From an optimization exercise on the open Yosys and OpenROAD flow, aimed at small area, a short achievable clock period and few clock cycles per item; shortcuts taken in it are not production practice. Only the layout flow was run in this run; the RTL was not checked for function there. Power figures rest on the tool's default switching activity, not on a simulated workload.

<file path="flow/design.v">
module hw_scan_ctrl #(
  parameter int VEC_W   = 1024,
  parameter int WORD_W  = 32,
  parameter int MAX_LOC = 32
) (
  input  logic                       clk,
  input  logic                       rst,
  input  logic                       i_in_valid,
  output logic                       o_in_ready,
  input  logic [VEC_W-1:0]           i_in_data,
  output logic                       o_loc_valid,
  input  logic                       i_loc_ready,
  output logic [$clog2(VEC_W)-1:0]   o_loc_data,
  output logic [$clog2(MAX_LOC)-1:0] o_loc_ord,
  output logic                       o_done_valid,
  input  logic                       i_done_ready,
  output logic [$clog2(VEC_W):0]     o_done_count,
  output logic                       o_done_trunc
);
  localparam int NW    = VEC_W / WORD_W;
  localparam int IDX_W = $clog2(NW);
  localparam int BIT_W = $clog2(WORD_W);
  localparam int LOC_W = $clog2(VEC_W);
  localparam int ORD_W = $clog2(MAX_LOC);
  localparam int CNT_W = LOC_W + 1;
  localparam int NQ    = WORD_W / 8;       
  function automatic logic [NW-1:0] lowest1h(input logic [NW-1:0] x);
    logic seen;
    seen = 1'b0;
    for (int i = 0; i < NW; i++) begin
      lowest1h[i] = x[i] & ~seen;
      seen        = seen | x[i];
    end
  endfunction
  function automatic logic [NW-1:0] highest1h(input logic [NW-1:0] x);
    logic seen;
    seen = 1'b0;
    for (int i = NW - 1; i >= 0; i--) begin
      highest1h[i] = x[i] & ~seen;
      seen         = seen | x[i];
    end
  endfunction
  function automatic logic atmost1(input logic [NW-1:0] x);
    logic seen, two;
    seen = 1'b0;
    two  = 1'b0;
    for (int i = 0; i < NW; i++) begin
      two  = two | (x[i] & seen);
      seen = seen | x[i];
    end
    atmost1 = ~two;
  endfunction
  function automatic logic [WORD_W-1:0] lowbit1h(input logic [WORD_W-1:0] x);
    logic seen;
    seen = 1'b0;
    for (int i = 0; i < WORD_W; i++) begin
      lowbit1h[i] = x[i] & ~seen;
      seen        = seen | x[i];
    end
  endfunction
  function automatic logic [BIT_W-1:0] enc32(input logic [WORD_W-1:0] oh);
    enc32 = '0;
    for (int i = 0; i < WORD_W; i++) if (oh[i]) enc32 = enc32 | BIT_W'(i);
  endfunction
  function automatic logic [IDX_W-1:0] encw(input logic [NW-1:0] oh);
    encw = '0;
    for (int i = 0; i < NW; i++) if (oh[i]) encw = encw | IDX_W'(i);
  endfunction
  function automatic logic [3:0] popcnt8(input logic [7:0] b);
    logic [1:0] s1 [4];
    logic [2:0] s2 [2];
    for (int i = 0; i < 4; i++) s1[i] = {1'b0, b[2*i]} + {1'b0, b[2*i+1]};
    for (int i = 0; i < 2; i++) s2[i] = {1'b0, s1[2*i]} + {1'b0, s1[2*i+1]};
    popcnt8 = {1'b0, s2[0]} + {1'b0, s2[1]};
  endfunction
  logic [VEC_W-1:0]  r_vec;
  logic [NW-1:0]     r_rb, r_sb;    
  logic [NW-1:0]     r_rp, r_sp;    
  logic              r_rbAny, r_rpAny;
  logic              r_rdy, r_busy, r_endPend;
  logic [WORD_W-1:0] r_f;
  logic              r_fV, r_fLast;
  logic [4*NQ-1:0]   r_g;
  logic              r_gV, r_gLast;
  logic [CNT_W-1:0]  r_acc;
  logic [2:0]        r_cV;
  logic [CNT_W-1:0]  r_c0, r_c1, r_c2;
  logic              r_wV, r_wEnd, r_pV, r_pEnd;
  logic [WORD_W-1:0] r_wBits, r_pBits;
  logic [IDX_W-1:0]  r_wIdx, r_pIdx;
  logic              r_lv, r_dv, r_dt, r_cap;
  logic [LOC_W-1:0]  r_ld;
  logic [ORD_W-1:0]  r_ord, r_lo;
  logic [CNT_W-1:0]  r_dc;
  logic [NW-1:0]     w_nzIn;
  always_comb
    for (int j = 0; j < NW; j++) w_nzIn[j] = |i_in_data[j*WORD_W +: WORD_W];
  logic              w_acc, w_canPush, w_endInQ, w_capSame;
  logic              w_beatF, w_popF, w_fetch, w_fetchDone;
  logic [NW-1:0]     w_sel, w_rbRem, w_rpRem;
  logic [WORD_W-1:0] w_word;
  logic              w_endPush, w_push, w_pushEnd;
  assign w_acc     = r_rdy & i_in_valid;
  assign w_canPush = ~r_pV;
  assign w_endInQ  = (r_wV & r_wEnd) | (r_pV & r_pEnd);
  assign w_capSame = r_cap & ~w_endInQ;
  assign w_beatF   = r_busy & ~r_endPend & w_canPush & r_rbAny & ~w_capSame;
  assign w_popF    = r_busy & ~r_endPend & ~w_beatF & r_rpAny;
  assign w_fetch   = w_beatF | w_popF;
  assign w_sel     = w_beatF ? r_sb : r_sp;
  always_comb begin
    w_word = '0;
    for (int j = 0; j < NW; j++) w_word = w_word | ({WORD_W{w_sel[j]}} & r_vec[j*WORD_W +: WORD_W]);
  end
  assign w_rbRem     = r_rb & ~(w_beatF ? r_sb : '0);
  assign w_rpRem     = r_rp & ~(w_fetch ? w_sel : '0);
  assign w_fetchDone = r_busy & ~r_endPend & ~(|w_rpRem) & (~(|w_rbRem) | w_capSame);
  assign w_endPush = (r_endPend | (w_fetchDone & ~w_beatF)) & w_canPush;
  assign w_push    = w_beatF | w_endPush;
  assign w_pushEnd = ~w_beatF;
  logic [4*NQ-1:0]   w_gNext;
  logic [CNT_W-1:0]  w_gSum, w_accNext;
  always_comb begin
    for (int q = 0; q < NQ; q++) w_gNext[4*q +: 4] = r_fV ? popcnt8(r_f[8*q +: 8]) : 4'd0;
    w_gSum = '0;
    for (int q = 0; q < NQ; q++) w_gSum = w_gSum + CNT_W'(r_g[4*q +: 4]);
  end
  assign w_accNext = r_acc + (r_gV ? w_gSum : '0);
  logic              w_outFree, w_act, w_beat, w_pop, w_multi, w_lastOrd, w_capNext, w_drop;
  logic [WORD_W-1:0] w_bit1h;
  assign w_outFree = ~(r_lv & ~i_loc_ready) & ~(r_dv & ~i_done_ready);
  logic              w_cntAvail;
  logic [CNT_W-1:0]  w_cntHead;
  assign w_cntAvail = r_cV[0] | r_gLast;
  assign w_cntHead  = r_cV[0] ? r_c0 : w_accNext;
  assign w_act     = w_outFree & r_wV & (~r_wEnd | w_cntAvail);
  assign w_beat    = w_act & ~r_wEnd & ~r_cap;
  assign w_bit1h   = lowbit1h(r_wBits);
  assign w_multi   = |(r_wBits & ~w_bit1h);
  assign w_lastOrd = (r_ord == ORD_W'(MAX_LOC - 1));
  assign w_pop     = w_act & (r_wEnd | r_cap | ~w_multi | w_lastOrd);
  assign w_capNext = r_cap | (w_beat & w_lastOrd);
  assign w_drop    = w_capNext & ~r_wEnd;
  logic [2:0]       w_cVN;
  logic [CNT_W-1:0] w_c0N, w_c1N, w_c2N;
  logic             w_cRd;
  assign w_cRd = w_act & r_wEnd;
  always_comb begin
    w_cVN = r_cV;
    w_c0N = r_c0;
    w_c1N = r_c1;
    w_c2N = r_c2;
    if (w_cRd & r_cV[0]) begin
      w_cVN = {1'b0, r_cV[2:1]};
      w_c0N = r_c1;
      w_c1N = r_c2;
    end
    if (r_gLast & ~(w_cRd & ~r_cV[0])) begin
      if (~w_cVN[0]) begin
        w_cVN[0] = 1'b1;
        w_c0N    = w_accNext;
      end else if (~w_cVN[1]) begin
        w_cVN[1] = 1'b1;
        w_c1N    = w_accNext;
      end else begin
        w_cVN[2] = 1'b1;
        w_c2N    = w_accNext;
      end
    end
  end
  logic          w_busyN, w_endPendN, w_pVN, w_rdyN, w_qPop;
  logic [NW-1:0] w_rbN, w_rpN;
  assign w_busyN    = w_acc | (r_busy & ~w_fetchDone);
  assign w_endPendN = (r_endPend | w_fetchDone) & ~w_endPush;
  assign w_qPop     = ~r_wV | w_pop;
  assign w_pVN      = w_qPop ? 1'b0 : (r_pV | w_push);
  assign w_rbN      = r_rdy ? w_nzIn : w_rbRem;
  assign w_rpN      = r_rdy ? w_nzIn : w_rpRem;
  assign w_rdyN     = ~w_busyN |
                      (~w_endPendN & atmost1(w_rbN | w_rpN) & (~(|w_rbN) | ~w_pVN));
  always_ff @(posedge clk) begin
    if (r_rdy | ~r_busy) r_vec <= i_in_data;
  end
  always_ff @(posedge clk or posedge rst) begin
    if (rst) begin
      r_rdy     <= 1'b1;
      r_busy    <= 1'b0;
      r_endPend <= 1'b0;
      r_fV      <= 1'b0;
      r_fLast   <= 1'b0;
      r_gV      <= 1'b0;
      r_gLast   <= 1'b0;
      r_acc     <= '0;
      r_cV      <= '0;
      r_wV      <= 1'b0;
      r_pV      <= 1'b0;
      r_lv      <= 1'b0;
      r_dv      <= 1'b0;
      r_ord     <= '0;
      r_cap     <= 1'b0;
    end else begin
      r_rdy     <= w_rdyN;
      r_busy    <= w_busyN;
      r_endPend <= w_endPendN;
      r_fV    <= w_fetch & |(r_rp & w_sel);
      r_fLast <= w_fetchDone;
      r_gV    <= r_fV;
      r_gLast <= r_fLast;
      r_acc   <= r_gLast ? '0 : w_accNext;
      r_cV <= w_cVN;
      if (~r_wV | w_pop) begin
        if (r_pV) begin
          r_wV <= ~(w_drop & ~r_pEnd);
          r_pV <= 1'b0;
        end else begin
          r_wV <= w_push & ~(w_drop & ~w_pushEnd);
        end
      end else if (w_push) begin
        r_pV <= 1'b1;
      end
      if (w_act) begin
        if (r_wEnd) begin
          r_ord <= '0;
          r_cap <= 1'b0;
        end else if (~r_cap) begin
          r_ord <= r_ord + 1'b1;
          if (w_lastOrd) r_cap <= 1'b1;
        end
      end
      if (w_outFree) begin
        r_lv <= w_beat;
        r_dv <= w_act & r_wEnd;
      end
    end
  end
  always_ff @(posedge clk) begin
    if (r_rdy) begin
      r_rb    <= w_nzIn;
      r_rp    <= w_nzIn;
      r_sb    <= lowest1h(w_nzIn);
      r_sp    <= highest1h(w_nzIn);
      r_rbAny <= |w_nzIn;
      r_rpAny <= |w_nzIn;
    end else begin
      r_rb    <= w_rbRem;
      r_rp    <= w_rpRem;
      r_sb    <= lowest1h(w_rbRem);
      r_sp    <= highest1h(w_rpRem);
      r_rbAny <= |w_rbRem;
      r_rpAny <= |w_rpRem;
    end
    r_f <= w_word;
    r_g <= w_gNext;
    r_c0 <= w_c0N;
    r_c1 <= w_c1N;
    r_c2 <= w_c2N;
    if (~r_wV | w_pop) begin
      if (r_pV) begin
        r_wEnd  <= r_pEnd;
        r_wBits <= r_pBits;
        r_wIdx  <= r_pIdx;
      end else begin
        r_wEnd  <= w_pushEnd;
        r_wBits <= w_word;
        r_wIdx  <= encw(w_sel);
      end
    end else begin
      if (w_beat) r_wBits <= r_wBits & ~w_bit1h;
      if (w_push) begin
        r_pEnd  <= w_pushEnd;
        r_pBits <= w_word;
        r_pIdx  <= encw(w_sel);
      end
    end
    if (w_act) begin
      if (r_wEnd) begin
        r_dc <= w_cntHead;
        r_dt <= (w_cntHead > CNT_W'(MAX_LOC));
      end else if (~r_cap) begin
        r_ld <= {r_wIdx, enc32(w_bit1h)};
        r_lo <= r_ord;
      end
    end
  end
  assign o_in_ready   = r_rdy;
  assign o_loc_valid  = r_lv;
  assign o_loc_data   = r_ld;
  assign o_loc_ord    = r_lo;
  assign o_done_valid = r_dv;
  assign o_done_count = r_dc;
  assign o_done_trunc = r_dt;
endmodule
</file>
<file path="flow/run.sh">
#!/bin/bash
# synth_recipe.tcl (not shown) runs the flow's synth.tcl, then flattens the netlist and writes it again
# the make line also repeats each setting of config.mk as NAME=value (left out here)
make -C /OpenROAD-flow-scripts/flow DESIGN_CONFIG=/design/flow/config.mk WORK_HOME=/design/flow/orfs CLKGATE_MAP_FILE= SYNTH_SCRIPT=/design/flow/synth_recipe.tcl finish
</file>
<file path="flow/config.mk">
export PLATFORM = sky130hd
export DESIGN_NAME = hw_scan_ctrl
export DESIGN_NICKNAME = hw_scan_ctrl
export VERILOG_FILES = /design/flow/design.v
export SDC_FILE = /design/flow/constraint.sdc
export NUM_CORES = 4
export LEC_CHECK = 0
export CAP_MARGIN = 20
export CORE_MARGIN = 2
export CORE_UTILIZATION = 40
export SLEW_MARGIN = 20
</file>
<file path="flow/constraint.sdc">
create_clock -name core_clock -period 8.5 [get_ports {clk}]
set_input_delay 1.7000 -clock core_clock [delete_from_list [all_inputs] [get_ports {clk}]]
set_output_delay 1.7000 -clock core_clock [all_outputs]
set_load 0.01 [all_outputs]
</file>
==> flow_metrics.py <==
metrics = {
    "status": {
        "status": "finished clean",
    },
    "pwr": {
        "ir_drop_mv": 0.159,
        "p_leak_uw": 0.0250,
        "power.density_nw_per_um2": 298,
    },
    "timing": {
        "tightestPinTransition_ns": 1.35,
        "max_slew_margin_pct": 9.00,
        "hold_slack_ns": 0.364,
        "fin_skew_ns": 0.0295,
        "maxSlewViolCount": 0,
        "setup_ws_ns": 2.13,
        "tns_ns": 0,
        "hold_viol": 0,
        "fin_crit_ns": 6.37,
        "setup_viol": 0,
        "rsz0062_at_grt": "false",
        "fmax_ghz": 0.157,
        "post-route-period-util_pct": 74.9,
    },
    "global_routing": {
        "grt_util_all_layers_pct": 42.7,
        "overflow": 0,
        "grt_pass1_wl_um": 399000,
        "grt_pass1_vias": 44061,
        "grt_max_degree": 185,
        "antenna_found_initial": 76,
    },
    "worst_setup_path": {
        "slowest_delay_ns": 1.04,
        "end_kind": "flop",
        "worst_ep_required_time_ns": 9.17,
        "crit_start": "i_in_data[871]",
        "crit_buf_inv": 2,
        "cp_common_cell": "nor4_1",
        "crit_path_start_kind": "primary input",
        "crit_type": "in2reg",
        "worst_ep_arrival_time_ns": 7.04,
        "cp_cell_sequence": "clkdlybuf4s50_1, nor4_1, nand4_1, nor4_1, nand3_1, nor4_1, nand2b_1, nor4_1, buf_4, and2_1, nand3_1, o32ai_1",
        "cp_slowest_cell": "nor4_1",
        "cp_top_family": "simple AND/OR/NAND/NOR gates",
        "crit_fanout": 5,
        "regToRegStartpoint": "r_wEnd",
    },
    "floorplanning": {
        "initial_core_util_pct": 40.2,
        "rows": 136,
        "dieHeight_um": 375,
        "die_w_um": 375,
        "core-area_um2": 137000,
        "die_area_um2": 141000,
        "ios": 1059,
    },
    "clock_tree": {
        "cts_made_buffers": 150,
        "cts_buffer_depth": 3,
        "cts_tree": "yes",
        "cts_setup_buffers": 0,
        "ctsHtreeMaxLevel": 4,
        "clkSinkCount": 1367,
        "clk-insertion-delay-late_ns": 0.79,
        "postCtsResizedCells": 0,
        "root_buffer": "clkbuf_16",
        "clk_pin_slew_ns": 0.06,
        "hold_buffers": 0,
    },
    "yosys": {
        "yosysUniqueCellTypes": 95,
        "syn_nets": 4950,
        "async_flop_share_pct": 2.27,
        "synth_area_um2": 55000,
        "yosys_most_used_dff": "edfxtp_1",
        "ys_ff_latch": 1367,
        "syn_inst": 3871,
        "avgSynthCellArea_um2": 14.2,
        "ys_warn_count": 9,
        "synth_edf_count": 1138,
        "seq_area_frac_synth_pct": 70.7,
    },
    "placed_design": {
        "placed_area_um2": 68700,
        "post-place-ws_ns": 1.70,
        "dp_cells": 6694,
        "dp_hpwl_um": 244000,
        "gp_congestion": 1.07,
        "numPortBuffers": 1058,
    },
    "cells_and_area": {
        "nets": 6132,
        "syn_to_final_growth_pct": 33.9,
        "layoutNonFillerInstCount": 7010,
        "drive_above_1_share_pct": 9.77,
        "final_area_um2": 73700,
    },
    "route": {
        "ant_nets": 0,
        "drtIter0Drc": 8790,
        "wirelength_um": 309000,
        "drc": 0,
        "num_vias": 46992,
        "vias_per_cell": 6.70,
        "wire_per_inst_um": 44.1,
        "firstDrtPassIters": 8,
    },
    "job": {
        "cap_viol_max_count": 0,
    },
    "worst_hold_path": {
        "hp-start": "r_fLast",
        "hold_path.class": "reg2reg",
    },
}
==> where the power goes <==
part / total (uW) / internal [uW] / switching [uW]
sequential: 9380 / 8700 / 676
clock: 6600 / 3770 / 2830
combinational: 5950 / 1970 / 3980
total: 21900 / 14400 / 7490
==> worst register-to-register path, stage by stage, from the launching register on <==
cell and delay (ns):
edfxtp_1 0.59, a21boi_2 0.61, buf_4 0.37, o211ai_1 0.42, o211ai_1 0.51, nand4_1 0.31
nor4_1 0.72, nand4bb_1 0.44, or3_1 0.58, nand2b_1 0.21, nand2b_1 0.13, a21oi_4 0.50
buf_4 0.42
==> layout make-up <==
type	count	area, um^2
Fill cell	11552	63300
Sequential cell	1367	38900
Multi-Input combinational cell	2235	15500
Timing Repair Buffer	1199	11700
Clock buffer	195	4130
Tap cell	1794	2240
Clock inverter	73	711
Inverter	100	375
Antenna cell	47	118
==> synthesized netlist by cell type (all sizes together) (30+ instances only) <==
cell    count  area, um^2
a21oi      49         253
a221oi    107         937
a22o      107         937
a22oi     331        2480
buf        32         188
clkbuf    137         514
dfrtp      30         751
dfxtp     198        3960
edfxtp   1138       34200
inv       100         375
mux2i      49         490
nand2     192         721
nand3     189         961
nand4     142         895
nor2      119         447
nor3       30         150
nor4      283        1820
o211ai     33         253
o21ai     175         876
or4        36         278
==> worst paths after layout <==
path	endpoint	slack, ns	cells after the start
max in group asynchronous	r_rdy	6.81	3
min in group asynchronous	r_cV[1]	1.35	3
worst min-delay path	r_gLast	0.36	0
worst min register to register	r_gLast	0.36	0
worst max-delay path	r_sp[0]	2.13	12
worst max register to register	r_pBits[14]	2.34	12
==> cell families after synthesis <==
family / share of synthesized area, %
flops: 70.7
simple gates: 11.2
compound gates: 13.0
buf+inv: 1.96
mux: 1.30
fa+ha+maj: 1.65
xor+xnor: 0.239
==> state kept, by name, summed over array words and instances (netlist names), 5 cells and up <==
name / flops
r_lo: 5
r_c0: 11
r_ld: 10
r_c2: 11
r_g: 16
r_rp: 32
r_rb: 31
r_wBits: 32
r_sp: 31
r_f: 32
r_wIdx: 5
r_pBits: 32
r_sb: 32
r_ord: 5
r_acc: 11
r_vec: 1024
r_pIdx: 5
r_c1: 11
r_dc: 11
==> per-layer routing <==
layer / GRT usage [%] / vias to the layer above / share of wire [%]
met2: 63.1 / 4227 / 43
met3: 16.5 / 843 / 15
li1: - / 18364 / -
met5: 0 / - / 0.090
met1: 53.6 / 23514 / 35
met4: 24.1 / 44 / 6.7
==> per-stage QoR <==
step | total power, uW | utilization [%]
finish | 21900 | 53.8
CTS | 21700 | 53.7
detailed placement | 15200 | 50.2
global placement | 15200 | 50.0
global route | 22500 | 53.8
floorplan | 12200 | -
==> cells in the final DEF (no fill, tap or decap), types with 23 or more instances in the layout <==
master / instances
a21oi_1: 46
a221oi_1: 107
a22o_1: 107
a22oi_1: 331
buf_4: 134
clkbuf_1: 32
clkbuf_16: 158
clkdlybuf4s50_1: 1058
clkinv_2: 26
dfrtp_1: 29
dfxtp_1: 197
diode_2: 47
edfxtp_1: 1138
fa_1: 25
ha_1: 25
inv_1: 97
mux2i_1: 49
nand2_1: 165
nand2_2: 26
nand3_1: 186
nand4_1: 141
nor2_1: 118
nor2b_1: 23
nor3_1: 28
nor4_1: 241
nor4_2: 37
o211ai_1: 32
o21ai_0: 156
o32ai_1: 25
or3_1: 23
or4_1: 34

==> port drivers added, routing unchanged <==
The flow's constraints put no driver on any port. The routed layout listed below was extracted and timed again, unchanged, in two steps. Step 1 sets driving cells, clkbuf_16 on the clock port and buf_2 on the other inputs (assumed; they add their load-dependent delay and slew). Step 2 also shifts input and output timing later by t, the mid clock arrival at the registers, as if the neighbouring blocks saw the same clock. Three values: ideal ports, drivers, drivers and shift; two values: the first two.
shift t [ns]: 0.859
slack for setup (ns): 2.133 / 2.196 / 1.336
clock arrival spread, ns: 0.037 / 0.037
After both steps this run still meets setup and hold. The setup slack of this run moves by +0.063 ns with the drivers and by -0.797 ns with both steps.
